Context: an optimization exercise on an open-source flow, tuned for small area. The choices shown serve that exercise and are no tape-out recipe.
RTL that was checked went through simulation tests only; none was proved equivalent to the original.
Only the layout flow was run in run 2; the RTL was not checked for function there.
Power is estimated from default activity; no workload was simulated.

$ cat config.mk
export PLATFORM = sky130hd
export DESIGN_NAME = sccb_target
export DESIGN_NICKNAME = sccb_target
export VERILOG_FILES = /design/flow/design.v
export SDC_FILE = /design/flow/constraint.sdc
export NUM_CORES = 4
export LEC_CHECK = 0
export CAP_MARGIN = 20
export CORE_MARGIN = 2
export CORE_UTILIZATION = 40
export SLEW_MARGIN = 20
$ cat constraint.sdc
create_clock -name core_clock -period 10.0 [get_ports {clk}]
set_input_delay 2.0000 -clock core_clock [delete_from_list [all_inputs] [get_ports {clk}]]
set_output_delay 2.0000 -clock core_clock [all_outputs]
set_load 0.01 [all_outputs]
$ cat design.v
module sccb_target #(
    parameter logic [6:0] DEV_ADDR    = 7'h21,
    parameter int         SYNC_STAGES = 2
) (
    input  logic       clk,
    input  logic       rst,
    input  logic       scl,
    input  logic       sda_i,
    output logic       sda_oe,
    input  logic [7:0] reg_rd_addr,
    output logic [7:0] reg_rd_data,
    output logic       wr_valid,
    output logic [7:0] wr_addr,
    output logic [7:0] wr_data,
    output logic       busy
);
    typedef enum logic [3:0] {
        ST_IDLE     = 4'd0,
        ST_DEV_ADDR = 4'd1,
        ST_ADDR_ACK = 4'd2,
        ST_REG_ADDR = 4'd3,
        ST_REG_ACK  = 4'd4,
        ST_WR_DATA  = 4'd5,
        ST_WR_ACK   = 4'd6,
        ST_RD_DATA  = 4'd7,
        ST_RD_ACK   = 4'd8,
        ST_IGNORE   = 4'd9
    } state_t;
    logic [SYNC_STAGES-1:0] scl_sync_r;
    logic [SYNC_STAGES-1:0] sda_sync_r;
    logic                   scl_hist_r;
    logic                   sda_hist_r;
    logic scl_s;
    logic sda_s;
    logic start_s;
    logic stop_s;
    logic scl_rise_s;
    logic scl_fall_s;
    state_t     state_r;
    logic [2:0] bit_cnt_r;
    logic [7:0] shift_r;
    logic [7:0] ptr_r;
    logic       phase_r;
    logic       rw_r;
    logic       sda_oe_r;
    logic       busy_r;
    logic       wr_valid_r;
    logic [7:0] wr_addr_r;
    logic [7:0] wr_data_r;
    state_t     state_nxt_s;
    logic [2:0] bit_cnt_nxt_s;
    logic [7:0] shift_nxt_s;
    logic [7:0] ptr_nxt_s;
    logic       phase_nxt_s;
    logic       rw_nxt_s;
    logic       sda_oe_nxt_s;
    logic       busy_nxt_s;
    logic       wr_valid_nxt_s;
    logic [7:0] wr_addr_nxt_s;
    logic [7:0] wr_data_nxt_s;
    logic [7:0] byte_s;
    logic [7:0] rd_byte_s;
    always_ff @(posedge clk) begin
        scl_sync_r <= {scl_sync_r[SYNC_STAGES-2:0], scl};
        sda_sync_r <= {sda_sync_r[SYNC_STAGES-2:0], sda_i};
        scl_hist_r <= scl_sync_r[SYNC_STAGES-1];
        sda_hist_r <= sda_sync_r[SYNC_STAGES-1];
    end
    assign scl_s      = scl_sync_r[SYNC_STAGES-1];
    assign sda_s      = sda_sync_r[SYNC_STAGES-1];
    assign start_s    = scl_s & scl_hist_r & sda_hist_r & ~sda_s;
    assign stop_s     = scl_s & scl_hist_r & ~sda_hist_r & sda_s;
    assign scl_rise_s = scl_s & ~scl_hist_r;
    assign scl_fall_s = ~scl_s & scl_hist_r;
    assign byte_s    = {shift_r[6:0], sda_s};
    assign rd_byte_s = pf_r;
    always_comb begin
        state_nxt_s    = state_r;
        bit_cnt_nxt_s  = bit_cnt_r;
        shift_nxt_s    = shift_r;
        ptr_nxt_s      = ptr_r;
        phase_nxt_s    = phase_r;
        rw_nxt_s       = rw_r;
        sda_oe_nxt_s   = sda_oe_r;
        busy_nxt_s     = busy_r;
        wr_valid_nxt_s = 1'b0;
        wr_addr_nxt_s  = wr_addr_r;
        wr_data_nxt_s  = wr_data_r;
        if (start_s) begin
            state_nxt_s   = ST_DEV_ADDR;
            bit_cnt_nxt_s = 3'd0;
            phase_nxt_s   = 1'b0;
            sda_oe_nxt_s  = 1'b0;
        end else if (stop_s) begin
            state_nxt_s   = ST_IDLE;
            bit_cnt_nxt_s = 3'd0;
            phase_nxt_s   = 1'b0;
            sda_oe_nxt_s  = 1'b0;
            busy_nxt_s    = 1'b0;
        end else begin
            case (state_r)
                ST_IDLE, ST_IGNORE: begin
                    state_nxt_s = state_r;
                end
                ST_DEV_ADDR, ST_REG_ADDR, ST_WR_DATA: begin
                    if (scl_rise_s) begin
                        shift_nxt_s   = byte_s;
                        bit_cnt_nxt_s = bit_cnt_r + 3'd1;
                        if (bit_cnt_r == 3'd7) begin
                            phase_nxt_s = 1'b0;
                            if (state_r == ST_DEV_ADDR) begin
                                if (byte_s[7:1] == DEV_ADDR) begin
                                    state_nxt_s = ST_ADDR_ACK;
                                    busy_nxt_s  = 1'b1;
                                    rw_nxt_s    = byte_s[0];
                                end else begin
                                    state_nxt_s = ST_IGNORE;
                                    busy_nxt_s  = 1'b0;
                                end
                            end else if (state_r == ST_REG_ADDR) begin
                                ptr_nxt_s   = byte_s;
                                state_nxt_s = ST_REG_ACK;
                            end else begin
                                wr_valid_nxt_s = 1'b1;
                                wr_addr_nxt_s  = ptr_r;
                                wr_data_nxt_s  = byte_s;
                                ptr_nxt_s      = ptr_r + 8'd1;
                                state_nxt_s    = ST_WR_ACK;
                            end
                        end else begin
                            state_nxt_s = state_r;
                        end
                    end else begin
                        state_nxt_s = state_r;
                    end
                end
                ST_ADDR_ACK, ST_REG_ACK, ST_WR_ACK: begin
                    if (scl_fall_s) begin
                        if (!phase_r) begin
                            sda_oe_nxt_s = 1'b1;
                            phase_nxt_s  = 1'b1;
                        end else begin
                            phase_nxt_s   = 1'b0;
                            bit_cnt_nxt_s = 3'd0;
                            if ((state_r == ST_ADDR_ACK) && rw_r) begin
                                state_nxt_s  = ST_RD_DATA;
                                shift_nxt_s  = {rd_byte_s[6:0], 1'b0};
                                sda_oe_nxt_s = ~rd_byte_s[7];
                            end else if (state_r == ST_ADDR_ACK) begin
                                state_nxt_s  = ST_REG_ADDR;
                                sda_oe_nxt_s = 1'b0;
                            end else begin
                                state_nxt_s  = ST_WR_DATA;
                                sda_oe_nxt_s = 1'b0;
                            end
                        end
                    end else begin
                        state_nxt_s = state_r;
                    end
                end
                ST_RD_DATA: begin
                    if (scl_rise_s) begin
                        bit_cnt_nxt_s = bit_cnt_r + 3'd1;
                        if (bit_cnt_r == 3'd7) begin
                            phase_nxt_s = 1'b1;
                        end else begin
                            phase_nxt_s = phase_r;
                        end
                    end else if (scl_fall_s) begin
                        if (phase_r) begin
                            sda_oe_nxt_s = 1'b0;
                            phase_nxt_s  = 1'b0;
                            ptr_nxt_s    = ptr_r + 8'd1;
                            state_nxt_s  = ST_RD_ACK;
                        end else begin
                            sda_oe_nxt_s = ~shift_r[7];
                            shift_nxt_s  = {shift_r[6:0], 1'b0};
                        end
                    end else begin
                        state_nxt_s = state_r;
                    end
                end
                ST_RD_ACK: begin
                    if (scl_rise_s) begin
                        if (sda_s) begin
                            state_nxt_s = ST_IGNORE;
                        end else begin
                            phase_nxt_s = 1'b1;
                        end
                    end else if (scl_fall_s && phase_r) begin
                        state_nxt_s   = ST_RD_DATA;
                        phase_nxt_s   = 1'b0;
                        bit_cnt_nxt_s = 3'd0;
                        shift_nxt_s   = {rd_byte_s[6:0], 1'b0};
                        sda_oe_nxt_s  = ~rd_byte_s[7];
                    end else begin
                        state_nxt_s = state_r;
                    end
                end
                default: begin
                    state_nxt_s  = ST_IDLE;
                    sda_oe_nxt_s = 1'b0;
                    busy_nxt_s   = 1'b0;
                end
            endcase
        end
    end
    always_ff @(posedge clk) begin
        if (rst) begin
            state_r    <= ST_IDLE;
            bit_cnt_r  <= 3'd0;
            shift_r    <= 8'h00;
            ptr_r      <= 8'h00;
            phase_r    <= 1'b0;
            rw_r       <= 1'b0;
            sda_oe_r   <= 1'b0;
            busy_r     <= 1'b0;
            wr_valid_r <= 1'b0;
            wr_addr_r  <= 8'h00;
            wr_data_r  <= 8'h00;
        end else begin
            state_r    <= state_nxt_s;
            bit_cnt_r  <= bit_cnt_nxt_s;
            shift_r    <= shift_nxt_s;
            ptr_r      <= ptr_nxt_s;
            phase_r    <= phase_nxt_s;
            rw_r       <= rw_nxt_s;
            sda_oe_r   <= sda_oe_nxt_s;
            busy_r     <= busy_nxt_s;
            wr_valid_r <= wr_valid_nxt_s;
            wr_addr_r  <= wr_addr_nxt_s;
            wr_data_r  <= wr_data_nxt_s;
        end
    end
    logic [2047:0]          mem_r;    
    logic [3:0]             rot_r;
    logic                   sweep_r;
    logic [7:0]             pf_r;
    always_ff @(posedge clk) begin
        if (rst) begin
            rot_r   <= 4'd0;
            sweep_r <= 1'b1;
        end else begin
            rot_r <= rot_r + 4'd1;
            if (rot_r == 4'd15) sweep_r <= 1'b0;
        end
    end
    for (genvar a = 0; a < 16; a++) begin : g_lane
        logic hit_s;
        assign hit_s = (wr_addr_r == {a[3:0], rot_r});
        always_ff @(posedge clk) begin
            mem_r[128*a +: 120] <= mem_r[128*a + 8 +: 120];
            mem_r[128*a + 120 +: 8] <= sweep_r ? 8'h00 : (hit_s ? wr_data_r : mem_r[128*a +: 8]);
        end
    end
    logic [3:0] hslot_s;
    logic       hmask_s;
    assign hslot_s = reg_rd_addr[3:0] - rot_r;
    assign hmask_s = sweep_r & (reg_rd_addr[3:0] >= rot_r);
    logic [7:0] tgt_s;
    assign tgt_s = (state_r == ST_RD_DATA) ? ptr_r + 8'd1 : ptr_r;
    always_ff @(posedge clk) begin
        if (tgt_s[3:0] == rot_r)
            pf_r <= (tgt_s == wr_addr_r) ? wr_data_r
                  : (sweep_r ? 8'h00 : mem_r[{tgt_s[7:4], 4'd0, 3'd0} +: 8]);
    end
    assign sda_oe      = sda_oe_r;
    assign busy        = busy_r;
    assign wr_valid    = wr_valid_r;
    assign wr_addr     = wr_addr_r;
    assign wr_data     = wr_data_r;
    assign reg_rd_data = (reg_rd_addr == wr_addr_r) ? wr_data_r
                       : (hmask_s ? 8'h00 : mem_r[{reg_rd_addr[7:4], hslot_s, 3'd0} +: 8]);
endmodule
$ cat run.sh
#!/bin/bash
# synth_recipe.tcl (not shown) runs the flow's synth.tcl, then flattens the netlist and writes it again
# the make line also repeats each setting of config.mk as NAME=value (left out here)
make -C /OpenROAD-flow-scripts/flow DESIGN_CONFIG=/design/flow/config.mk WORK_HOME=/design/flow/orfs CLKGATE_MAP_FILE= SYNTH_SCRIPT=/design/flow/synth_recipe.tcl finish
==> notes.md, run 1 <==
At the end of the flow the core is filled with cells to 46.41%. The area growth from synthesis to final layout is 15.13%. In this design, the largest share of critical-path delay is due to simple AND/OR/NAND/NOR gates.

The required time reported for the critical path endpoint is 8000 ps. The initial core utilization came out at 40.31%. No sink is reached through more buffers than the 3 on the longest clock path. Global routing consumed, on the met3 layer, around 3.8% of the routing resources. The worst setup path is captured at an output port.

In the layout the commonest cells are sky130_fd_sc_hd__dfxtp_1, sky130_fd_sc_hd__mux4_2, sky130_fd_sc_hd__nand2_1, sky130_fd_sc_hd__nor2_1, sky130_fd_sc_hd__clkbuf_16. The detail-routed via count per cell is 5.231. The signal on the critical path passes through clkdlybuf4s50_1 > ha_1 > and3b_4 > o21ai_1 > nand2_8 > nor2_1 > nand3_1 > nand4_1 > a41o_1 > o211ai_2 > clkdlybuf4s50_1. The final weighted congestion of routability-driven global placement came out at 0.8005.

The total wirelength of the detailed-routed design came out at 156100 um. The cell count after synthesis is 4270. The flow ran to the end and the layout has no timing, DRC or antenna violations.

The reported leakage power is 27.77 nW. 39 I/O pins were placed. The number of synthesized register bits is about 2100. The part of the cycle the worst path needs is 88.76%.

After clock tree synthesis, the clock-pin slew on the worst setup and hold paths is ~60 ps. The maximum fanout along the worst path came out at 33. For met1 alone, demand over resource in global routing was 26.54%. Entering global routing, the biggest net connects 90 pins. The total number of vias came out at 35004. The design draws 17.43 mW.

The wire length of the first global-routing pass came out at 236800 um. Clock tree synthesis found a total of 2111 sinks. The Yosys warning count is 1. The antenna violation net count after detailed routing came out at 0. Post-CTS repair changed the size of 0 cells. The arrival time of the worst setup path came out at a little under 7000 ps. After synthesis, the share of flip-flops with an asynchronous set or reset is 0%.

The power density of the placed cells is about 230 nW/um^2. Counting both buffers and inverters, the worst setup path holds a total of 2. The clock period could shrink to 8876 ps.

The TritonCTS buffer count is 202. The cell that appears most often on the critical path is sky130_fd_sc_hd__clkdlybuf4s50_1. met2 is the most crowded layer. The fraction of final layout cells sized beyond drive strength 1 is a little under a quarter.

The total standard cell area after synthesis is approximately 65000 um^2. The worst slack after detailed placement is 1069 ps. In the global route stage, met2 resource usage came out at 30.16%. The number of buffers inserted to repair setup after CTS is 0. The final setup TNS is 0 ps. The count of hold buffers inserted by post-cts repair came out at 0.

The remaining max-slew budget at the tightest pin came out at between 20% and 30%. Setup repair after global routing left no endpoint under its margin. The final-report max-slew violation count was 0. Synthesis produced a netlist with a net count of ~4300. The core region area is 160600 um^2.

The number of nets in the finished design is 4387. TritonCTS built the clock tree. The die is 406.2 um tall. The quantity of I/O buffers inserted on ports came out at 38. The total global routing track utilization came out at 19.16%. The average routed wire per standard cell is 23.33 um.

The number of DRC markers in iteration 0 is 2532. IR analysis of the VDD net gives a maximum drop of 0.1768 mV. The final worst-path setup slack is 1124 ps. The most used flip-flop cell after synthesis is sky130_fd_sc_hd__dfxtp_1. Max-cap violations in this run came to 0. For the worst-skew pair, the clock arrives at the later sink with an insertion delay of slightly above 800 ps. The row count is 147. The first-pass detailed-route iteration total came out at 5. For the final database, setup skew stands at 30.48 ps. The number of enable flip-flop cells after synthesis is 8. The floorplan die area came out at 165000 um^2. The achievable frequency came out at 112.7 MHz. Setup violations remaining at the end of the flow were counted as 0.

The root buffer selected by CTS is sky130_fd_sc_hd__clkbuf_16. After legalization and detailed placement, the total HPWL measured 96470 um. The total number of H-tree levels came out at 4.

After detailed routing, the number of remaining DRC violations is 0. The number of unique standard cell types used by synthesis is 82. The final-report hold violation count came out at 0. The number of global-route vias before repair was about 36000.

The path class of the tightest hold or removal check is flip-flop to flip-flop. The die outline width came out at a little over 400 um. The most common library cell in the layout ignoring fill and taps is sky130_fd_sc_hd__dfxtp_1.

The delay of the slowest cell on the worst path is 950 ps. The worst setup path is of the primary input to output port kind. The startpoint class of the critical path is a primary input.

The slew of the pin with the lowest slew margin is 1178 ps. The initial antenna violation count is 3. The average footprint of a synthesized cell is 15.16 um^2.

The library cell contributing the largest single delay on the critical path is sky130_fd_sc_hd__nor2_1. The sequential element share of the synthesized area is 65.42%. For this run the aggregate overflow at the end of global routing stands at 0.
==> synthesized netlist by cell type (9+ instances only) <==
| library cell | count | area [um^2] |
|---|---|---|
| sky130_fd_sc_hd__a32oi_1 | 9 | 78.83 |
| sky130_fd_sc_hd__a31oi_1 | 37 | 231.5 |
| sky130_fd_sc_hd__xnor2_1 | 26 | 227.7 |
| sky130_fd_sc_hd__and3_1 | 17 | 106.4 |
| sky130_fd_sc_hd__clkbuf_1 | 122 | 457.9 |
| sky130_fd_sc_hd__a211oi_1 | 15 | 112.6 |
| sky130_fd_sc_hd__xor2_1 | 15 | 131.4 |
| sky130_fd_sc_hd__o211ai_1 | 13 | 97.59 |
| sky130_fd_sc_hd__inv_1 | 14 | 52.55 |
| sky130_fd_sc_hd__buf_4 | 51 | 382.9 |
| sky130_fd_sc_hd__dfxtp_1 | 2103 | 42100 |
| sky130_fd_sc_hd__o21ai_0 | 29 | 145.1 |
| sky130_fd_sc_hd__nor2b_1 | 10 | 62.56 |
| sky130_fd_sc_hd__buf_1 | 23 | 86.33 |
| sky130_fd_sc_hd__mux4_2 | 556 | 12520 |
| sky130_fd_sc_hd__nand3_1 | 91 | 455.4 |
| sky130_fd_sc_hd__nor3_1 | 31 | 155.2 |
| sky130_fd_sc_hd__nor2_1 | 223 | 837.1 |
| sky130_fd_sc_hd__mux2i_1 | 182 | 1822 |
| sky130_fd_sc_hd__buf_2 | 48 | 240.2 |
| sky130_fd_sc_hd__nand2_1 | 344 | 1291 |
| sky130_fd_sc_hd__o22ai_1 | 19 | 118.9 |
| sky130_fd_sc_hd__buf_6 | 17 | 191.4 |
| sky130_fd_sc_hd__ha_1 | 11 | 137.6 |
| sky130_fd_sc_hd__nand4_1 | 37 | 231.5 |
| sky130_fd_sc_hd__mux4_1 | 26 | 683.2 |
| sky130_fd_sc_hd__a21oi_1 | 50 | 250.2 |
| sky130_fd_sc_hd__mux2_2 | 11 | 123.9 |
| sky130_fd_sc_hd__a311oi_1 | 16 | 140.1 |
==> sequential cells by signal (all words and copies together), names as in the netlist, 2 cells and up <==
name and cells:
wr_data_r 8, mem_r 2048, ptr_r 8, sda_sync_r 2
scl_sync_r 2, wr_addr_r 8, shift_r 8, pf_r 8
rot_r 4, state_r 4, bit_cnt_r 3
==> cell families after synthesis <==
| family | after synthesis | share of synthesized area [%] |
|---|---|---|
| compound gates | 248 | 2.624 |
| mux | 775 | 23.41 |
| xor+xnor | 41 | 0.5549 |
| flops | 2111 | 65.42 |
| simple gates | 804 | 5.489 |
| buf+inv | 279 | 2.256 |
| fa+ha+maj | 12 | 0.2436 |
==> layout make-up <==
type	count	area, um^2
clock inverter	66	804.5
tap	2160	2703
clock buffer	302	6047
timing repair buffer	153	1511
fill	13826	86060
multi-input combinational	1880	21030
sequential	2111	42340
inverter	15	56.30
antenna	5	12.51
==> path summary, 6_finish.rpt <==
path	start	end	slack, ps	cells after the start
max	reg_rd_addr[2]	reg_rd_data[5]	1120	11
min	scl_sync_r[0]	scl_sync_r[1]	330	0
max reg2reg	state_r[1]	pf_r[6]	5360	8
min reg2reg	scl_sync_r[0]	scl_sync_r[1]	330	0
==> where the power goes <==
| group | internal, mW | switching, mW |
|---|---|---|
| logic | 0.457 | 0.775 |
| clock network | 4.52 | 3.21 |
| registers | 8.43 | 0.0304 |
==> routing by layer <==
layer,part of all wire (%),up-vias
met5,0,-
met4,2.9,0
met3,5.8,249
met2,46,916
met1,45,18041
li1,-,15798
==> metrics by stage <==
step	instances	hold slack (ps)	area (um^2)
3_3_place_gp	6318	310.0	67610
3_5_place_dp	6319	313.6	67650
4_1_cts	6687	327.2	74500
2_1_floorplan	4270	309.6	64720
6_report	6692	325.6	74510
5_1_grt	6688	335.5	74500
==> inputs of run 2 (changes only) <==
--- a/design.v
+++ b/design.v
@@ -58,6 +58,8 @@
     logic       wr_valid_nxt_s;
     logic [7:0] wr_addr_nxt_s;
     logic [7:0] wr_data_nxt_s;
+    logic       reg_we_s;
+    logic [7:0] regs_r [256];
     logic [7:0] byte_s;
     logic [7:0] rd_byte_s;
     always_ff @(posedge clk) begin
@@ -73,7 +75,7 @@
     assign scl_rise_s = scl_s & ~scl_hist_r;
     assign scl_fall_s = ~scl_s & scl_hist_r;
     assign byte_s    = {shift_r[6:0], sda_s};
-    assign rd_byte_s = pf_r;
+    assign rd_byte_s = regs_r[ptr_r];
     always_comb begin
         state_nxt_s    = state_r;
         bit_cnt_nxt_s  = bit_cnt_r;
@@ -86,6 +88,7 @@
         wr_valid_nxt_s = 1'b0;
         wr_addr_nxt_s  = wr_addr_r;
         wr_data_nxt_s  = wr_data_r;
+        reg_we_s       = 1'b0;
         if (start_s) begin
             state_nxt_s   = ST_DEV_ADDR;
             bit_cnt_nxt_s = 3'd0;
@@ -121,6 +124,7 @@
                                 ptr_nxt_s   = byte_s;
                                 state_nxt_s = ST_REG_ACK;
                             end else begin
+                                reg_we_s       = 1'b1;
                                 wr_valid_nxt_s = 1'b1;
                                 wr_addr_nxt_s  = ptr_r;
                                 wr_data_nxt_s  = byte_s;
@@ -232,43 +236,19 @@
             wr_data_r  <= wr_data_nxt_s;
         end
     end
-    logic [2047:0]          mem_r;    
-    logic [3:0]             rot_r;
-    logic                   sweep_r;
-    logic [7:0]             pf_r;
     always_ff @(posedge clk) begin
         if (rst) begin
-            rot_r   <= 4'd0;
-            sweep_r <= 1'b1;
-        end else begin
-            rot_r <= rot_r + 4'd1;
-            if (rot_r == 4'd15) sweep_r <= 1'b0;
+            for (int i = 0; i < 256; i++) begin
+                regs_r[i] <= 8'h00;
+            end
+        end else if (reg_we_s) begin
+            regs_r[ptr_r] <= byte_s;
         end
-    end
-    for (genvar a = 0; a < 16; a++) begin : g_lane
-        logic hit_s;
-        assign hit_s = (wr_addr_r == {a[3:0], rot_r});
-        always_ff @(posedge clk) begin
-            mem_r[128*a +: 120] <= mem_r[128*a + 8 +: 120];
-            mem_r[128*a + 120 +: 8] <= sweep_r ? 8'h00 : (hit_s ? wr_data_r : mem_r[128*a +: 8]);
-        end
-    end
-    logic [3:0] hslot_s;
-    logic       hmask_s;
-    assign hslot_s = reg_rd_addr[3:0] - rot_r;
-    assign hmask_s = sweep_r & (reg_rd_addr[3:0] >= rot_r);
-    logic [7:0] tgt_s;
-    assign tgt_s = (state_r == ST_RD_DATA) ? ptr_r + 8'd1 : ptr_r;
-    always_ff @(posedge clk) begin
-        if (tgt_s[3:0] == rot_r)
-            pf_r <= (tgt_s == wr_addr_r) ? wr_data_r
-                  : (sweep_r ? 8'h00 : mem_r[{tgt_s[7:4], 4'd0, 3'd0} +: 8]);
     end
     assign sda_oe      = sda_oe_r;
     assign busy        = busy_r;
     assign wr_valid    = wr_valid_r;
     assign wr_addr     = wr_addr_r;
     assign wr_data     = wr_data_r;
-    assign reg_rd_data = (reg_rd_addr == wr_addr_r) ? wr_data_r
-                       : (hmask_s ? 8'h00 : mem_r[{reg_rd_addr[7:4], hslot_s, 3'd0} +: 8]);
+    assign reg_rd_data = regs_r[reg_rd_addr];
 endmodule
==> run 2 against run 1 <==
  * Register-to-register slack got worse by 930 ps
  * First-iteration DRC count grew to 4.5 times the previous value
  * Sequential share of layout area down 6.5 points
  * Highest routed layer is now met5
==> notes.md, run 2 <==
The run finished with no timing, DRC or antenna violations. The count of hold buffers inserted by post-cts repair is 0 (unchanged). The boundary pin count came out at 39 (unchanged). The number of enable flip-flop cells after synthesis came out at 2048 (+2040).

The quantity of I/O buffers inserted on ports came out at 38 (unchanged). The largest total area in the synthesized netlist belongs to sky130_fd_sc_hd__edfxtp_1. The first-pass detailed-route iteration total came out at 8 (+3).

The max-capacitance violation count came out at 0 (unchanged). The endpoint class of the critical path is an output port. The number of remaining DRC errors came out at 0 (unchanged).

The detail-routed via count per cell came out at 6.889 (+32%). The final cell count without fillers came out at 10950 (+64%). The minimum clock period came out at 8394 ps (-481.6 ps). The sequential element share of the synthesized area came to 54.63% (-11 points). By count the netlist is led by sky130_fd_sc_hd__and3_1, sky130_fd_sc_hd__edfxtp_1, sky130_fd_sc_hd__mux4_2. The wire length of the first global-routing pass came to 570600 um (+140%). The total congestion overflow is 0 (unchanged). The delay of the slowest cell on the worst path is 780 ps (-170 ps). The reported leakage power was 49.35 nW (+78%).

The die height is 539.5 um (+33%). The flip-flop count of the largest register, all copies and words added came out at 2048 (unchanged). The achievable frequency came out at 119.1 MHz (+5.7%). The register with the most flip-flops in the final layout is regs_r. The worst-skew pair later-pin latency came to 960 ps (+130 ps). The placed wire-length estimate came to 243700 um (+150%). Among all stages on the critical path, the largest delay is contributed by sky130_fd_sc_hd__or4_1.

The critical path is of the primary input to output port type. The number of buffers inserted to repair setup after CTS is 0 (unchanged). The number of synthesized register bits came out at 2106 (-0.24%). The area taken by multi-input logic gates is 47530 um^2 (+130%). The maximum buffer depth of the clock tree came out at 4 (+1).

The Yosys warning count came to 1 (unchanged). The TritonCTS buffer count came out at 230 (+14%). The total global routing track utilization came to 27.18% (+8.0 points). The average routed wire per standard cell came out at 36.80 um (+58%). The total number of vias came out at 75430 (+120%). The total number of H-tree levels was 4 (unchanged). The row count came to 196 (+33%). The maximum vdd ir drop is 0.1454 mV (-18%). The clock-pin slew of the registers on the worst-case setup and hold paths is 50 ps (about the same). The total wirelength of the detailed-routed design came out at 402900 um (+160%). The CTS tree is yes. The antenna violation net count after detailed routing came out at 0 (unchanged). The final-report hold violation count came out at 0 (unchanged). The number of nets in the finished design is 7017 (+60%).

The remaining max-slew budget at the tightest pin came out at 16.98% (-4.3 points). For this run, the leading register cell type out of synthesis is sky130_fd_sc_hd__edfxtp_1. The final weighted congestion of routability-driven global placement is 0.9418 (+18%). The power density of the placed cells is 160.4 nW/um^2 (-31%).

The final setup TNS is 0 ps (unchanged). The worst setup path is launched from a primary input. The count of final setup violators came out at 0 (unchanged). The total standard cell area after synthesis came out at 114700 um^2 (+77%). The most numerous cell type found on the critical path is sky130_fd_sc_hd__mux4_2. The area of all sequential standard cells came out at 62710 um^2 (+48%).

Traced cell by cell, the critical path runs through buf_8 > buf_4 > mux4_2 > mux4_2 > a22oi_1 > a21oi_1 > or4_1 > clkdlybuf4s50_1. The initial core utilization is 40.22% (-0.089 points). The clock sink count came out at 2106 (-0.24%). The required time reported for the critical path endpoint came out at 8000 ps (about the same). The pin count of the biggest net entering global routing came to 212 (+140%). The worst clock skew came out at 90.76 ps (+60.29 ps). Leaving out fill and tap cells, the most frequent cells in the layout are sky130_fd_sc_hd__and3_1, sky130_fd_sc_hd__edfxtp_1, sky130_fd_sc_hd__mux4_2, sky130_fd_sc_hd__a21o_1, sky130_fd_sc_hd__clkbuf_16. sky130_fd_sc_hd__and3_1 is the most common cell in the netlist. The post-cts repair resize count came out at 0 (unchanged). The average footprint of a synthesized cell is 14.97 um^2 (-1.2%).

Yosys attributes the largest share of cell area to sky130_fd_sc_hd__edfxtp_1, sky130_fd_sc_hd__mux4_2, sky130_fd_sc_hd__and3_1, sky130_fd_sc_hd__clkbuf_1, sky130_fd_sc_hd__a21o_1. In this run the worst hold path is classified as flip-flop to flip-flop. Setup repair after global routing left no endpoint under its margin. The core region area came to 285200 um^2 (+78%). The fill cell instance count of the final layout is 24669 (+78%).

The final-report max-slew violation count is 0 (unchanged). The synthesized netlist net count is 7682 (+79%). CTS placed an instance of sky130_fd_sc_hd__clkbuf_16 at the clock tree root.

The total instance count after detailed placement came to 10525 (+67%). The arrival time of the worst setup path is 6390 ps (-490 ps). The area growth from synthesis to final layout came out at 8.600%. The slew of the pin with the lowest slew margin is 1245 ps (+66.94 ps).

The number of global-route vias before repair is 73819 (+100%). The part of the cycle the worst path needs was 83.94% (-4.8 points). The number of DRC markers in iteration 0 was 11328 (+350%).

The library cell used most frequently in the layout, excluding fill and tap cells, is sky130_fd_sc_hd__and3_1. The proportion of netlist area held by the largest area contributor was 53.62% (-11 points). The die outline width is 539.5 um (+33%). The floorplan die area is 291100 um^2 (+76%). The proportion of register bits with asynchronous set or reset after synthesis came out at 0% (unchanged). The maximum fanout along the worst path came to 54 (+64%). The number of unique standard cell types used by synthesis is 72 (-12%). The initial antenna violation count came out at 20 (+17). The cell count after synthesis is 7661 (+79%). The fraction of final layout cells sized beyond drive strength 1 came to 24.78% (+1.7 points).
[run 2: report_power, final]
part	switching (mW)	leakage (nW)	internal (mW)	total, mW
clock	3.72	3.54	4.79	8.51
combinational	0.800	24.2	0.557	1.36
sequential	0.166	21.6	9.94	10.1
total	4.69	49.4	15.3	20.0
[run 2: path summary, 6_finish.rpt]
kind | start | endpoint | slack (ps) | depth (start not counted)
setup / recovery | reg_rd_addr[1] | reg_rd_data[7] | 1610 | 8
hold / removal | sda_sync_r[0] | sda_sync_r[1] | 340 | 0
setup reg to reg | sda_sync_r[1] | regs_r[35][7] | 4430 | 8
hold reg to reg | sda_sync_r[0] | sda_sync_r[1] | 340 | 0
[run 2: per-layer routing]
metal	GRT usage (%)	vias to the layer above	routed length, um
met4	14.96	20	25320
li1	-	29811	-
met5	0.3617	-	249
met1	35.51	39521	147400
met3	6.609	1003	45130
met2	41.68	5075	184800
[run 2: area by class of cell]
class	instances	area share, %
antenna	8	0.01607
clock buffer	281	4.808
clock inverter	135	1.023
inverter	13	0.03917
multi-input combinational	4409	38.16
sequential	2106	50.34
tap	3762	3.779
timing repair buffer	236	1.837
[run 2: logic make-up (layout without fill, tap and decap cells)]
group,after synthesis,after routing,share of synthesized area [%]
XOR/XNOR,2,2,0.01527
multiplexers,1277,1277,23.96
AND/OR/NAND/NOR,2429,2429,12.85
adder cells (fa/ha/maj),9,9,0.09818
buffers and inverters,1146,665,4.133
AO/OA/AOI/OAI,692,692,4.315
flip-flops,2106,2106,54.63
other,0,8,0
[run 2: worst max-delay path: cells and delay by family]
kind / cells / cell delay [ps]
buffers and inverters: 3 / 1530
AO/OA/AOI/OAI: 2 / 1120
AND/OR/NAND/NOR: 1 / 780
multiplexers: 2 / 860
[run 2: stage by stage]
step | utilization, % | worst slack [ps] | area [um^2] | hold slack, ps | total power, mW
floorplan | - | 3544 | 114700 | 309.6 | 11.05
global placement | 41.11 | 1674 | 117300 | 311.8 | 11.59
detailed placement | 41.11 | 1693 | 117300 | 330.2 | 11.62
CTS | 43.66 | 1698 | 124500 | 340.1 | 19.97
global route | 43.67 | 1627 | 124600 | 348.6 | 20.37
finish | 43.68 | 1606 | 124600 | 338.4 | 19.97
==> inputs of run 3 (changes only) <==
--- a/design.v
+++ b/design.v
@@ -58,8 +58,6 @@
     logic       wr_valid_nxt_s;
     logic [7:0] wr_addr_nxt_s;
     logic [7:0] wr_data_nxt_s;
-    logic       reg_we_s;
-    logic [7:0] regs_r [256];
     logic [7:0] byte_s;
     logic [7:0] rd_byte_s;
     always_ff @(posedge clk) begin
@@ -75,7 +73,7 @@
     assign scl_rise_s = scl_s & ~scl_hist_r;
     assign scl_fall_s = ~scl_s & scl_hist_r;
     assign byte_s    = {shift_r[6:0], sda_s};
-    assign rd_byte_s = regs_r[ptr_r];
+    assign rd_byte_s = pf_r;
     always_comb begin
         state_nxt_s    = state_r;
         bit_cnt_nxt_s  = bit_cnt_r;
@@ -88,7 +86,6 @@
         wr_valid_nxt_s = 1'b0;
         wr_addr_nxt_s  = wr_addr_r;
         wr_data_nxt_s  = wr_data_r;
-        reg_we_s       = 1'b0;
         if (start_s) begin
             state_nxt_s   = ST_DEV_ADDR;
             bit_cnt_nxt_s = 3'd0;
@@ -124,7 +121,6 @@
                                 ptr_nxt_s   = byte_s;
                                 state_nxt_s = ST_REG_ACK;
                             end else begin
-                                reg_we_s       = 1'b1;
                                 wr_valid_nxt_s = 1'b1;
                                 wr_addr_nxt_s  = ptr_r;
                                 wr_data_nxt_s  = byte_s;
@@ -236,19 +232,185 @@
             wr_data_r  <= wr_data_nxt_s;
         end
     end
+    logic [2047:0]          mem_r;    
+    logic [3:0]             rot_r;
+    logic                   pol_r;
+    logic                   sweep_r;
+    logic [7:0]             pf_r;
     always_ff @(posedge clk) begin
         if (rst) begin
-            for (int i = 0; i < 256; i++) begin
-                regs_r[i] <= 8'h00;
+            rot_r   <= 4'd0;
+            pol_r   <= 1'b0;
+            sweep_r <= 1'b1;
+        end else begin
+            rot_r <= rot_r + 4'd1;
+            if (rot_r == 4'd15) begin
+                pol_r   <= ~pol_r;
+                sweep_r <= 1'b0;
             end
-        end else if (reg_we_s) begin
-            regs_r[ptr_r] <= byte_s;
         end
     end
+    logic [7:0] head_data_s;
+    logic       head_row_s;
+    assign head_data_s = (sweep_r ? 8'h00 : wr_data_r) ^ {8{pol_r}};
+    assign head_row_s  = sweep_r | (wr_addr_r[3:0] == rot_r);
+    for (genvar a = 0; a < 16; a++) begin : g_lane
+        logic       hit_s;
+        logic       keep_s;
+        logic [7:0] head_s;
+        assign hit_s  = head_row_s & (sweep_r | (wr_addr_r[7:4] == a));
+        assign keep_s = ~hit_s;
+        for (genvar b = 0; b < 8; b++) begin : g_head
+            sccb_muxi u_head (
+                .s  (hit_s), .sn (keep_s),
+                .a  (mem_r[128*a + b]), .b (head_data_s[b]),
+                .y  (head_s[b])
+            );
+        end
+        always_ff @(posedge clk) begin
+            mem_r[128*a +: 120]     <= mem_r[128*a + 8 +: 120];
+            mem_r[128*a + 120 +: 8] <= head_s;
+        end
+    end
+    logic [1:0] hp_lo_s;
+    logic [1:0] hp_hi_s;
+    logic       hborrow_s;
+    logic [3:0] hlo_oh_s;
+    logic [3:0] hhi0_oh_s;
+    logic [3:0] hhi1_oh_s;
+    logic [3:0] hhi_oh_s;
+    logic [15:0] hslot_oh_s;
+    assign hp_lo_s   = reg_rd_addr[1:0];
+    assign hp_hi_s   = reg_rd_addr[3:2];
+    assign hborrow_s = hp_lo_s < rot_r[1:0];
+    for (genvar j = 0; j < 4; j++) begin : g_hdec
+        assign hlo_oh_s[j]  = hp_lo_s == 2'(j + rot_r[1:0]);
+        assign hhi0_oh_s[j] = hp_hi_s == 2'(j + rot_r[3:2]);
+        assign hhi1_oh_s[j] = hp_hi_s == 2'(j + rot_r[3:2] + 2'd1);
+        assign hhi_oh_s[j]  = hborrow_s ? hhi1_oh_s[j] : hhi0_oh_s[j];
+    end
+    for (genvar j = 0; j < 16; j++) begin : g_hslot
+        assign hslot_oh_s[j] = hhi_oh_s[j/4] & hlo_oh_s[j%4];
+    end
+    logic       hbehind_s;
+    logic       hmask_s;
+    logic       hpol_s;
+    assign hbehind_s = reg_rd_addr[3:0] < rot_r;
+    assign hmask_s   = sweep_r & ~hbehind_s;
+    assign hpol_s    = pol_r ^ hbehind_s;
+    logic [7:0] tgt_s;
+    assign tgt_s = (state_r == ST_RD_DATA) ? ptr_r + 8'd1 : ptr_r;
+    logic [15:0] tlane_oh_s;
+    logic [7:0]  traw_s;
+    always_comb begin
+        tlane_oh_s = 16'd0;
+        tlane_oh_s[tgt_s[7:4]] = 1'b1;
+    end
+    for (genvar b = 0; b < 8; b++) begin : g_tbit
+        logic [5:0] tpart_s;
+        for (genvar g = 0; g < 5; g++) begin : g_leaf
+            sccb_aoi222 u_leaf (
+                .s0 (tlane_oh_s[3*g]),   .d0 (mem_r[128*(3*g) + b]),
+                .s1 (tlane_oh_s[3*g+1]), .d1 (mem_r[128*(3*g+1) + b]),
+                .s2 (tlane_oh_s[3*g+2]), .d2 (mem_r[128*(3*g+2) + b]),
+                .y  (tpart_s[g])
+            );
+        end
+        assign tpart_s[5] = ~(tlane_oh_s[15] & mem_r[128*15 + b]);
+        assign traw_s[b]  = ~&tpart_s;
+    end
+    always_ff @(posedge clk) begin
+        if (tgt_s[3:0] == rot_r)
+            pf_r <= (tgt_s == wr_addr_r) ? wr_data_r
+                  : (sweep_r ? 8'h00 : traw_s ^ {8{pol_r}});
+    end
     assign sda_oe      = sda_oe_r;
     assign busy        = busy_r;
     assign wr_valid    = wr_valid_r;
     assign wr_addr     = wr_addr_r;
     assign wr_data     = wr_data_r;
-    assign reg_rd_data = regs_r[reg_rd_addr];
+    logic [15:0]  hlane_oh_s;
+    logic [255:0] hsel_s;
+    logic [7:0]   hraw_n_s;
+    logic [85:0]  hpart_s [8];
+    always_comb begin
+        hlane_oh_s = 16'd0;
+        hlane_oh_s[reg_rd_addr[7:4]] = 1'b1;
+    end
+    for (genvar i = 0; i < 256; i++) begin : g_hsel
+        assign hsel_s[i] = hlane_oh_s[i/16] & hslot_oh_s[i%16];
+    end
+    for (genvar b = 0; b < 8; b++) begin : g_hbit
+        for (genvar g = 0; g < 85; g++) begin : g_leaf
+            sccb_aoi222 u_leaf (
+                .s0 (hsel_s[3*g]),   .d0 (mem_r[8*(3*g) + b]),
+                .s1 (hsel_s[3*g+1]), .d1 (mem_r[8*(3*g+1) + b]),
+                .s2 (hsel_s[3*g+2]), .d2 (mem_r[8*(3*g+2) + b]),
+                .y  (hpart_s[b][g])
+            );
+        end
+        assign hpart_s[b][85] = ~(hsel_s[255] & mem_r[8*255 + b]);
+        logic [21:0] hq_s;
+        logic [10:0] hr_s;
+        logic [2:0]  hs_s;
+        for (genvar j = 0; j < 21; j++) begin : g_q
+            sccb_nand4 u_q (.a(hpart_s[b][4*j]), .b(hpart_s[b][4*j+1]),
+                            .c(hpart_s[b][4*j+2]), .d(hpart_s[b][4*j+3]), .y(hq_s[j]));
+        end
+        sccb_nand2 u_q21 (.a(hpart_s[b][84]), .b(hpart_s[b][85]), .y(hq_s[21]));
+        for (genvar k = 0; k < 11; k++) begin : g_r
+            sccb_nor2 u_r (.a(hq_s[2*k]), .b(hq_s[2*k+1]), .y(hr_s[k]));
+        end
+        sccb_nand4 u_s0 (.a(hr_s[0]), .b(hr_s[1]), .c(hr_s[2]), .d(hr_s[3]), .y(hs_s[0]));
+        sccb_nand4 u_s1 (.a(hr_s[4]), .b(hr_s[5]), .c(hr_s[6]), .d(hr_s[7]), .y(hs_s[1]));
+        sccb_nand3 u_s2 (.a(hr_s[8]), .b(hr_s[9]), .c(hr_s[10]), .y(hs_s[2]));
+        sccb_nor3  u_raw (.a(hs_s[0]), .b(hs_s[1]), .c(hs_s[2]), .y(hraw_n_s[b]));
+    end
+    logic       hbypass_s;
+    logic [7:0] hone_s;
+    logic [7:0] hzero_s;
+    assign hbypass_s = reg_rd_addr == wr_addr_r;
+    assign hone_s  = hbypass_s ? wr_data_r : {8{~hmask_s & ~hpol_s}};
+    assign hzero_s = hbypass_s ? wr_data_r : {8{~hmask_s & hpol_s}};
+    for (genvar b = 0; b < 8; b++) begin : g_hout
+        sccb_mux2i u_out (.s(hraw_n_s[b]), .a(~hone_s[b]), .b(~hzero_s[b]), .y(reg_rd_data[b]));
+    end
+endmodule
+module sccb_aoi222 (
+    input  logic s0,
+    input  logic d0,
+    input  logic s1,
+    input  logic d1,
+    input  logic s2,
+    input  logic d2,
+    output logic y
+);
+    assign y = ~((s0 & d0) | (s1 & d1) | (s2 & d2));
+endmodule
+module sccb_muxi (
+    input  logic s,
+    input  logic sn,
+    input  logic a,
+    input  logic b,
+    output logic y
+);
+    assign y = ~((s | a) & (sn | b));
+endmodule
+module sccb_nand4 (input logic a, input logic b, input logic c, input logic d, output logic y);
+    assign y = ~(a & b & c & d);
+endmodule
+module sccb_nand3 (input logic a, input logic b, input logic c, output logic y);
+    assign y = ~(a & b & c);
+endmodule
+module sccb_nand2 (input logic a, input logic b, output logic y);
+    assign y = ~(a & b);
+endmodule
+module sccb_nor2 (input logic a, input logic b, output logic y);
+    assign y = ~(a | b);
+endmodule
+module sccb_nor3 (input logic a, input logic b, input logic c, output logic y);
+    assign y = ~(a | b | c);
+endmodule
+module sccb_mux2i (input logic s, input logic a, input logic b, output logic y);
+    assign y = ~(s ? b : a);
 endmodule
--- a/config.mk
+++ b/config.mk
@@ -7,5 +7,13 @@
 export LEC_CHECK = 0
 export CAP_MARGIN = 20
 export CORE_MARGIN = 2
-export CORE_UTILIZATION = 40
+export CORE_UTILIZATION = 65
+export CTS_BUF_LIST = sky130_fd_sc_hd__clkbuf_8
+export CTS_CLUSTER_DIAMETER = 50
+export CTS_CLUSTER_SIZE = 16
+export GPL_TIMING_DRIVEN = 0
+export PLACE_DENSITY = 0.75
+export SETUP_SLACK_MARGIN = 0.3
 export SLEW_MARGIN = 20
+export SYNTH_HIERARCHICAL = 1
+export SYNTH_MINIMUM_KEEP_SIZE = 0
==> run 3 against run 2 <==
  * Total power shrank 34%
  * Core utilization grew 28 points
  * Global-route usage grew 6.5 points
  * Sequential power shrank 17%
  * Critical path type unchanged
  * Wire length shrank 61%
  * Register-to-register slack gained 530 ps
  * Via count shrank 49%
  * Largest power group unchanged
  * Clock skew shrank 52 ps
  * Synthesized cell count shrank 45%
  * Combinational power shrank 61%
  * Count of clock-buffer cells in the layout shrank 120
  * Highest routed layer is now met4
  * Critical endpoint is now reg_rd_data[1]
  * First-iteration DRC count shrank 37%
==> notes.md, run 3 <==
The run finished with no timing, DRC or antenna violations. The cell depth of the worst flop-to-flop path came out at 13 (+5). The fraction of final layout cells sized beyond drive strength 1 is 7.095% (-18 points). The final-report max-slew violation count is 0 (unchanged). The power density of the placed cells is 211.1 nW/um^2 (+32%). The cell sitting at the root of the clock tree is a sky130_fd_sc_hd__clkbuf_8. The critical path depth came out at 16 (+8). The first-pass detailed-route iteration total came to 11 (+3). The total global routing track utilization is 33.71% (+6.5 points). The required time reported for the critical path endpoint is 8000 ps (about the same). The clock-pin slew of the registers on the worst-case setup and hold paths came out at 90 ps (+40 ps). The arrival time of the worst setup path is 7670 ps (+1280 ps). Counting instances in the post-synthesis netlist gives the leading cell types as sky130_fd_sc_hd__dfxtp_1, sky130_fd_sc_hd__a222oi_1, sky130_fd_sc_hd__nor2_1. The number of nets in the finished design is 4451 (-37%). The switching power as a share of total power came out at 22.29% (-1.2 points). The achievable frequency is 103.4 MHz (-13%).

The number of global-route vias before repair came out at 36779 (-50%). The critical path is of the primary input to output port type. The slowest stage of the critical path is the sky130_fd_sc_hd__clkdlybuf4s50_1 cell. The average footprint of a synthesized cell came to 13.60 um^2 (-9.2%).

The average routed wire per standard cell came to 27.66 um (-25%). The leading register cell type out of synthesis is sky130_fd_sc_hd__dfxtp_1. The Yosys warning count came out at 9 (+8).

The area growth from synthesis to final layout came out at 8.484%. The antenna violation net count after detailed routing is 0 (unchanged). The worst clock skew was 38.65 ps (-52.11 ps). The quantity of I/O buffers inserted on ports came out at 35 (-7.9%). The maximum fanout along the worst path is 10 (-81%). The floorplan die area came to 90380 um^2 (-69%). The count of hold buffers inserted by post-cts repair came out at 0 (unchanged).

The number of DRC markers in iteration 0 is 7119 (-37%). The core region area is 87020 um^2 (-69%). The endpoint class of the critical path is an output port. The proportion of power drawn by flip-flops and latches is 64.3% (+14 points). The maximum buffer depth of the clock tree is 3 (-1). The number of remaining DRC errors came out at 0 (unchanged). The synthesized netlist net count is 4235 (-45%). The die outline width was 300.6 um (-44%). The number of buffers inserted to repair setup after CTS came to 0 (unchanged). In the post-synthesis netlist, the biggest area contributors are sky130_fd_sc_hd__dfxtp_1, sky130_fd_sc_hd__a222oi_1, sky130_fd_sc_hd__nor2_1, sky130_fd_sc_hd__nand4_1, sky130_fd_sc_hd__o22ai_1. The proportion of netlist area held by the largest area contributor is 73.64% (+20 points).

The final weighted congestion of routability-driven global placement came out at 0.9844 (+4.5%). The combinational fraction of design power came to 4.0% (-2.8 points). The wire length of the first global-routing pass is 228000 um (-60%).

The reported leakage power came out at 23.37 nW (-53%). The fill cell instance count of the final layout came to 5993 (-76%). On the critical path the largest part of the delay comes from simple AND/OR/NAND/NOR gates. The power dissipated by switching net loads is 2.919 mW (-38%). The number of enable flip-flop cells after synthesis is 8 (-99.6%).

The worst-skew pair later-pin latency is 870 ps (-90 ps). The delay of the slowest cell on the worst path came out at 610 ps (-170 ps). The part of the cycle the worst path needs came to 96.75% (+13 points). TritonCTS built the clock tree. The most used standard cell by instance count after synthesis is sky130_fd_sc_hd__dfxtp_1.

The register with the most flip-flops is mem_r. The row count came out at 108 (-45%). The critical path goes through clkdlybuf4s50_1 > ha_2 > a21o_1 > xnor2_1 > o21ai_0 > a32o_1 > nand2_2 > clkbuf_4 > nor2_1 > a222oi_1 > nand4_1 > nor2_1 > nand4_1 > nor3_2 > mux2i_2 > clkdlybuf4s50_1.

The count of buffer and inverter cells on the critical path is 3 (unchanged). The number of unique standard cell types used by synthesis came out at 76 (+5.6%). The cell count after synthesis came out at 4205 (-45%). The path class of the tightest hold or removal check is flip-flop to flip-flop. The total wirelength of the detailed-routed design is 155300 um (-61%).

The design internal power is 10.18 mW (-33%). The flip-flop count of the largest register, all copies and words added is 2048 (unchanged). The proportion of register bits with asynchronous set or reset after synthesis is 0% (unchanged). The TritonCTS buffer count is 156 (-32%).

The final-report hold violation count came out at 0 (unchanged). The sequential element share of the synthesized area was 74.06% (+19 points). The slack of the worst reg-to-reg path came out at 4960 ps (+530 ps). The cell type contributing the most total cell area after synthesis is sky130_fd_sc_hd__dfxtp_1. The library cell used most frequently in the layout, excluding fill and tap cells, is sky130_fd_sc_hd__dfxtp_1. The number of synthesized register bits is 2112 (+0.28%). The initial core utilization came out at 65.72% (+26 points). The count of final setup violators came out at 0 (unchanged). The slew of the pin with the lowest slew margin came out at 1215 ps (-30.30 ps). The max-capacitance violation count is 0 (unchanged). The maximum vdd ir drop is 0.1561 mV (+7.3%). Leaving out fill and tap cells, the most frequent cells in the layout are sky130_fd_sc_hd__dfxtp_1, sky130_fd_sc_hd__a222oi_1, sky130_fd_sc_hd__nor2_1, sky130_fd_sc_hd__nand4_1, sky130_fd_sc_hd__clkbuf_8. The minimum clock period is 9675 ps (+1281 ps). The final cell count without fillers is 5616 (-49%). The total congestion overflow is 0 (unchanged).

Setup repair after global routing left no endpoint under its margin. The detail-routed via count per cell came out at 6.833 (-0.80%). The worst slack after detailed placement came out at -436.8 ps (-2130 ps). The remaining max-slew budget at the tightest pin is 19.00% (+2.0 points).

The hold-critical path depth came out at 0 (unchanged). The final worst-path setup slack is 325.2 ps (-1281 ps). The clock share of power came out at 31.7% (-11 points). The clock sink count came out at 2112 (+0.28%). The total standard cell area after synthesis is 57190 um^2 (-50%). The initial antenna violation count is 5 (-75%). The placed wire-length estimate is 111800 um (-54%). The pin count of the biggest net entering global routing came out at 18 (-92%). The startpoint class of the critical path is a primary input.

The total instance count after detailed placement is 5417 (-49%). The total number of H-tree levels came out at 4 (unchanged). The boundary pin count came out at 39 (unchanged).

The die height came out at 300.6 um (-44%). The total number of vias is 38375 (-49%).
## run 3: changes by cell type after synthesis, moves of 184 or more
| cell | previous run | this run |
|---|---|---|
| sky130_fd_sc_hd__and3_1 | 2060 | 13 |
| sky130_fd_sc_hd__dfxtp_1 | 58 | 2104 |
| sky130_fd_sc_hd__edfxtp_1 | 2048 | 8 |
| sky130_fd_sc_hd__mux4_2 | 1174 | 0 |
| sky130_fd_sc_hd__clkbuf_1 | 887 | 61 |
| sky130_fd_sc_hd__a222oi_1 | 0 | 720 |
| sky130_fd_sc_hd__nor2_1 | 71 | 452 |
| sky130_fd_sc_hd__a21o_1 | 257 | 4 |
| sky130_fd_sc_hd__nand4_1 | 4 | 188 |
## run 3: power groups by stage
stage,clock (mW),sequential (mW),combinational [mW]
3_3_place_gp,0,8.62,0.472
4_1_cts,4.19,8.42,0.488
5_1_grt,4.50,8.43,0.525
6_report,4.15,8.42,0.524
2_1_floorplan,0,8.62,0.242
3_5_place_dp,0,8.62,0.477
## run 3: final timing paths
kind             startpoint        endpoint
min reg2reg      mem_r[255]      mem_r[247]
min              mem_r[255]      mem_r[247]
max reg2reg        ptr_r[1]         pf_r[0]
max          reg_rd_addr[1]  reg_rd_data[1]
## run 3: cells by family after synthesis
logic type | share of synthesized area, %
AOI/OAI and AO/OA | 15.74
xor gates and xnor gates | 0.8947
adders and majority gates | 0.4113
buffers and inverters | 0.8860
DFF | 74.06
muxes | 0.7591
and+or+nand+nor | 7.243
## run 3: worst reg2reg max path: cells and delay by family, from the launching register on
family	cells	cell delay [ps]
AO/OA/AOI/OAI	5	2160
AND/OR/NAND/NOR	5	1470
flip-flops	1	350
buffers and inverters	1	340
XOR/XNOR	1	300
multiplexers	1	200
## run 3: metal layers
metal	up-vias	part of all wire [%]	track usage [%]
met5	-	0	0
met4	0	4.9	16.11
met3	412	11	7.908
met2	2115	43	49.75
met1	18755	42	47.12
li1	17093	-	-
## run 3: modules after synthesis (local to each module, per instance), a selection
| module | copies in the design | area, um^2 | flops+latches |
|---|---|---|---|
| sccb_aoi222 | 720 | 10.01 | 0 |
| sccb_muxi | 128 | 6.256 | 0 |
| sccb_mux2i | 8 | 10.01 | 0 |
| sccb_nand3 | 8 | 5.005 | 0 |
| sccb_nand4 | 184 | 6.256 | 0 |
| sccb_nor3 | 8 | 10.01 | 0 |
| sccb_nor2 | 88 | 3.754 | 0 |
| sccb_target | 1 | 47480 | 2112 |
## run 3: through the flow
step	TNS, ps	hold WS [ps]	utilization, %	instance area (um^2)	power [mW]
2_1_floorplan	0	309.6	-	57190	8.861
3_3_place_gp	-3807	320.1	67.79	58990	9.093
3_5_place_dp	-1986	334.5	68.17	59320	9.099
4_1_cts	0	341.2	71.20	61960	13.10
5_1_grt	0	343.6	71.28	62030	13.45
6_report	0	328.5	71.30	62050	13.10
## run 3: final cells by class
cell class	count	area (um^2)	share of cell area (%)
Antenna cell	7	17.52	0.02823
Timing Repair Buffer	58	604.3	0.9740
Inverter	37	138.9	0.2238
Sequential cell	2112	42360	68.27
Clock buffer	161	2216	3.571
Multi-Input combinational cell	1972	14490	23.36
Buffer	84	425.4	0.6856
Clock inverter	30	346.6	0.5586
Tap cell	1155	1445	2.329
## run 3: repair_timing
| item | 4_1_cts | 5_1_grt |
|---|---|---|
| cloned | 0 | 0 |
| gates resized for setup | 26 | 23 |
| endpoints found under the setup margin | 8 | 8 |
| pin swaps | 1 | 2 |
==> inputs of run 4 (changes only) <==
==> flow/run.sh (new file) <==
#!/bin/bash
set -euo pipefail
export BUFFER_PORTS_ARGS="-buffer_cell sky130_fd_sc_hd__buf_2"
export CTS_ARGS="-sink_clustering_enable -repair_clock_nets -dont_use_dummy_load -buf_list sky130_fd_sc_hd__clkbuf_8 -sink_clustering_size 16 -sink_clustering_max_diameter 50"
bash standard.sh > standard.log 2>&1
==> standard.sh (new file) <==
#!/bin/bash
# synth_recipe.tcl (not shown) runs the flow's synth.tcl, then flattens the netlist and writes it again
# the make line also repeats each setting of config.mk as NAME=value (left out here)
make -C /OpenROAD-flow-scripts/flow DESIGN_CONFIG=/design/flow/config.mk WORK_HOME=/design/flow/orfs CLKGATE_MAP_FILE= SYNTH_SCRIPT=/design/flow/synth_recipe.tcl "${@:-finish}"
--- a/config.mk
+++ b/config.mk
@@ -8,12 +8,9 @@
 export CAP_MARGIN = 20
 export CORE_MARGIN = 2
 export CORE_UTILIZATION = 65
-export CTS_BUF_LIST = sky130_fd_sc_hd__clkbuf_8
-export CTS_CLUSTER_DIAMETER = 50
-export CTS_CLUSTER_SIZE = 16
 export GPL_TIMING_DRIVEN = 0
 export PLACE_DENSITY = 0.75
-export SETUP_SLACK_MARGIN = 0.3
+export SETUP_SLACK_MARGIN = 0.2
 export SLEW_MARGIN = 20
 export SYNTH_HIERARCHICAL = 1
 export SYNTH_MINIMUM_KEEP_SIZE = 0
removed: run.sh
==> run 4 against run 3 <==
  * Cell area down 1.1%
  * Register-to-register slack better by 140 ps
  * First-iteration DRC count down 2.4%
  * Hold slack got worse by 63 ps
  * Count of clock-buffer cells in the layout decreased by 5
  * Combinational power is 6.5% lower
  * Fmax is 3.5% higher
  * Critical endpoint unchanged
  * Highest routed layer is now met5
==> notes.md, run 4 <==
The run finished with no timing, DRC or antenna violations. The critical path in this run is classified as primary input to output port. The placed wire-length estimate is 110700 um (-1.0%). The clock-pin slew of the registers on the worst-case setup and hold paths is 90 ps (about the same). The number of unique standard cell types used by synthesis came out at 76 (unchanged). The utilization after layout was 70.49% (-0.81 points). The arrival time of the worst setup path is 7350 ps (-320 ps). In this run the critical register-to-register path is captured at pf_r[5]. The floorplan die area came out at 90380 um^2 (unchanged). The part of the cycle the worst path needs is 93.52% (-3.2 points). The detail-routed via count per cell was 6.855 (+0.32%).

The path with the worst hold slack has its endpoint at mem_r[6]. The most used standard cell by instance count after synthesis is sky130_fd_sc_hd__dfxtp_1. The delay of the slowest cell on the worst path is 650 ps (+40 ps). Setup repair after global routing left no endpoint under its margin. The minimum clock period is 9352 ps (-322.9 ps). The sequential element share of the synthesized area is 74.06% (unchanged). The TritonCTS buffer count is 156 (unchanged). The number of nets in the finished design is 4452 (+0.022%).

The cell depth of the worst flop-to-flop path is 13 (unchanged). The proportion of netlist area held by the largest area contributor came out at 73.64% (unchanged). The pin count of the biggest net entering global routing came out at 17 (-1). The maximum fanout along the worst path came out at 10 (unchanged). The total number of vias came out at 38278 (-0.25%). The initial core utilization is 65.72% (unchanged). The die height is 300.6 um (unchanged). The maximum vdd ir drop came to 0.1552 mV (-0.55%). The required time reported for the critical path endpoint came out at 8000 ps (about the same).

The Yosys warning count was 9 (unchanged). The register with the most flip-flops is mem_r. The total chip power is 12.75 mW (-2.7%). The final-report max-slew violation count is 0 (unchanged). Sorting the synthesized cells by area gives the leading types as sky130_fd_sc_hd__dfxtp_1, sky130_fd_sc_hd__a222oi_1, sky130_fd_sc_hd__nor2_1, sky130_fd_sc_hd__nand4_1, sky130_fd_sc_hd__o22ai_1. The total number of H-tree levels is 4 (unchanged). The final weighted congestion of routability-driven global placement came out at 0.9873 (+0.29%). The critical path launch point is reg_rd_addr[1]. The number of remaining DRC errors came to 0 (unchanged). The hold-critical path depth is 0 (unchanged). The final setup TNS is 0 ps (unchanged). The synthesized netlist net count is 4235 (unchanged).

The total instance count after detailed placement came to 5416 (-0.018%). The total wirelength of the detailed-routed design came out at 154200 um (-0.71%). In this run the most critical hold path is launched from mem_r[14]. On the critical path, the stage with the largest delay is an instance of sky130_fd_sc_hd__clkbuf_2. The CTS tree is yes. The count of hold buffers inserted by post-cts repair is 0 (unchanged). For this run, the leading register cell type out of synthesis is sky130_fd_sc_hd__dfxtp_1. The row count was 108 (unchanged). Counting instances in the post-synthesis netlist gives the leading cell types as sky130_fd_sc_hd__dfxtp_1, sky130_fd_sc_hd__a222oi_1, sky130_fd_sc_hd__nor2_1. The initial antenna violation count came out at 8 (+3). The largest total area in the synthesized netlist belongs to sky130_fd_sc_hd__dfxtp_1.

The number of buffers inserted to repair setup after CTS is 0 (unchanged). The post-cts repair resize count came out at 0 (-100%). The power density of the placed cells came out at 207.8 nW/um^2 (-1.5%).

The proportion of register bits with asynchronous set or reset after synthesis came out at 0% (unchanged). The antenna violation net count after detailed routing is 0 (unchanged). The fill cell instance count of the final layout is 6154 (+2.7%). The number of synthesized register bits is 2112 (unchanged). The final-report hold violation count is 0 (unchanged).

The signal on the critical path passes through buf_2 > ha_1 > a21o_1 > xnor2_1 > o21ai_0 > a32o_1 > nand2_1 > clkbuf_2 > nor2_1 > a222oi_1 > nand4_1 > nor2_1 > nand4_1 > nor3_2 > mux2i_1 > buf_2. The slew of the pin with the lowest slew margin came to 1297 ps (+82.17 ps). The flip-flop count of the largest register, all copies and words added is 2048 (unchanged). The number of enable flip-flop cells after synthesis came to 8 (unchanged). The slack of the worst reg-to-reg path was 5100 ps (+140 ps).

The quantity of I/O buffers inserted on ports came out at 35 (unchanged). The total global routing track utilization came to 33.47% (-0.24 points). Leaving out fill and tap cells, the most frequent cell in the layout is sky130_fd_sc_hd__dfxtp_1. The boundary pin count came out at 39 (unchanged).

The max-capacitance violation count is 0 (unchanged). The clock sink count came out at 2112 (unchanged). The achievable frequency is 106.9 MHz (+3.5%). The worst setup path is captured at an output port. The worst-skew pair later-pin latency came out at 850 ps (-20 ps).

The total congestion overflow is 0 (unchanged). The reported leakage power is 23.21 nW (-0.70%). The classification of the worst-slack hold path is flip-flop to flip-flop. The core region area is 87020 um^2 (unchanged). The average routed wire per standard cell came out at 27.62 um (-0.14%). The wire length of the first global-routing pass was 226400 um (-0.70%). The cell count after synthesis came out at 4205 (unchanged). The area growth from synthesis to final layout came out at 7.248%. The total standard cell area after synthesis is 57190 um^2 (unchanged). STA classifies the critical path startpoint as a primary input. The final hold slack was 265.8 ps (-62.64 ps). The fraction of final layout cells sized beyond drive strength 1 came out at 6.652% (-0.44 points). The number of DRC markers in iteration 0 came out at 6948 (-2.4%).

The die outline width is 300.6 um (unchanged). The final cell count without fillers is 5584 (-0.57%). The root buffer cell chosen for the clock tree is sky130_fd_sc_hd__clkbuf_8. The first-pass detailed-route iteration total is 10 (-1). The count of final setup violators is 0 (unchanged).

The worst register-to-register path begins at ptr_r[1]. The worst clock skew came out at 78.22 ps (+39.56 ps). The maximum buffer depth of the clock tree is 3 (unchanged). The number of global-route vias before repair came to 36842 (+0.17%).

Leaving out fill and tap cells, the most frequent cells in the layout are sky130_fd_sc_hd__dfxtp_1, sky130_fd_sc_hd__a222oi_1, sky130_fd_sc_hd__nor2_1, sky130_fd_sc_hd__nand4_1, sky130_fd_sc_hd__clkbuf_8. The average footprint of a synthesized cell is 13.60 um^2 (unchanged). The remaining max-slew budget at the tightest pin came out at 13.52% (-5.5 points).
[run 4: cell counts after synthesis]
Identical to the previous run, type by type.
[run 4: logic make-up (layout without fill, tap and decap cells)]
kind of cell / count (synthesis) / in the layout / share of synthesized area, %
compound gates: 992 / 992 / 15.74
xor+xnor: 56 / 56 / 0.8947
fa+ha+maj: 19 / 19 / 0.4113
buf+inv: 121 / 336 / 0.8860
flops: 2112 / 2112 / 74.06
mux: 42 / 42 / 0.7591
other cells: 0 / 9 / 0
simple gates: 863 / 863 / 7.243
[run 4: layer usage]
metal	GRT usage [%]	part of all wire (%)	up-vias
met3	8.117	12	431
li1	-	-	17045
met5	0	0.017	-
met2	49.28	43	2166
met4	16.54	5.1	4
met1	46.48	41	18632
[run 4: stage by stage]
stage          setup slack (ps)  area [um^2]
3_5_place_dp              475.7        59140
3_3_place_gp              320.6        58820
5_1_grt                   553.0        61320
2_1_floorplan              3167        57190
6_report                  648.0        61340
4_1_cts                   443.3        61290
[run 4: area by class of cell]
cell class | instances | area, um^2 | area share, %
clock buffer | 156 | 2147 | 3.500
sequential | 2112 | 42360 | 69.06
multi-input combinational | 1972 | 14400 | 23.48
timing repair buffer | 59 | 437.9 | 0.7139
inverter | 37 | 138.9 | 0.2264
tap | 1155 | 1445 | 2.356
antenna | 9 | 22.52 | 0.03672
buffer | 84 | 387.9 | 0.6323
[run 4: worst max-delay path by stage]
| stage | end | slack, ps |
|---|---|---|
| after global placement | reg_rd_data[2] | 320 |
| after floorplan | reg_rd_data[0] | 3170 |
| after CTS | reg_rd_data[2] | 440 |
| final | reg_rd_data[1] | 650 |
| after global routing | reg_rd_data[1] | 550 |
| after detailed placement | reg_rd_data[2] | 480 |
[run 4: report_power, final]
| group | internal, mW | switching [mW] | total (mW) |
|---|---|---|---|
| registers | 8.42 | 0.00768 | 8.42 |
| logic | 0.131 | 0.359 | 0.490 |
| clock network | 1.40 | 2.44 | 3.83 |
| total | 9.95 | 2.80 | 12.7 |
[run 4: critical path: cells and delay by family]
| kind | cells | cell delay, ps |
|---|---|---|
| simple gates | 6 | 2070 |
| compound gates | 4 | 1200 |
| buf+inv | 3 | 1020 |
| mux | 1 | 500 |
| fa+ha+maj | 1 | 400 |
| xor+xnor | 1 | 140 |
[run 4: Yosys stat by module, one instance, submodules excluded, excerpt]
module       times used  area (um^2)  flip-flops and latches
sccb_nand3            8        5.005                       0
sccb_nor2            88        3.754                       0
sccb_aoi222         720        10.01                       0
sccb_nand2            8        3.754                       0
sccb_nand4          184        6.256                       0
sccb_nor3             8        10.01                       0

[re-timing with driven ports]
No port has a modelled driver above. Below, the same layouts with a new extraction and two added sets of constraints. Step 1 sets driving cells, clkbuf_16 on the clock port and buf_2 on the other inputs (assumed; they add their load-dependent delay and slew). Step 2, shift: input delay + t, output delay - t, t = (earliest + latest rising clock arrival at the registers) / 2. This alone moves slack from input paths to output paths. a / b / c = no drivers / after step 1 / after step 2; a / b = the first two.
| run | t, ns | setup WS [ns] | worst setup path at the end | slew at the worst register clock pin (ns) | pins driven straight from the clock port |
|---|---|---|---|---|---|
| run 1 | 0.892 | 1.124 / 1.092 / 1.092 | input to output | 0.07 / 0.07 | 1 |
| run 2 | 1.016 | 1.606 / 1.525 / 1.525 | input to output | 0.07 / 0.07 | 1 |
| run 3 | 0.914 | 0.325 / 0.302 / 0.302 | input to output | 0.10 / 0.10 | 1 |
| run 4 | 0.896 | 0.648 / 0.626 / 0.626 | input to output | 0.10 / 0.10 | 1 |
After both steps setup and hold are still met in every run listed. For run 2, which loses most, drivers alone change the setup slack by -0.081 ns; drivers and shift together by -0.081 ns.
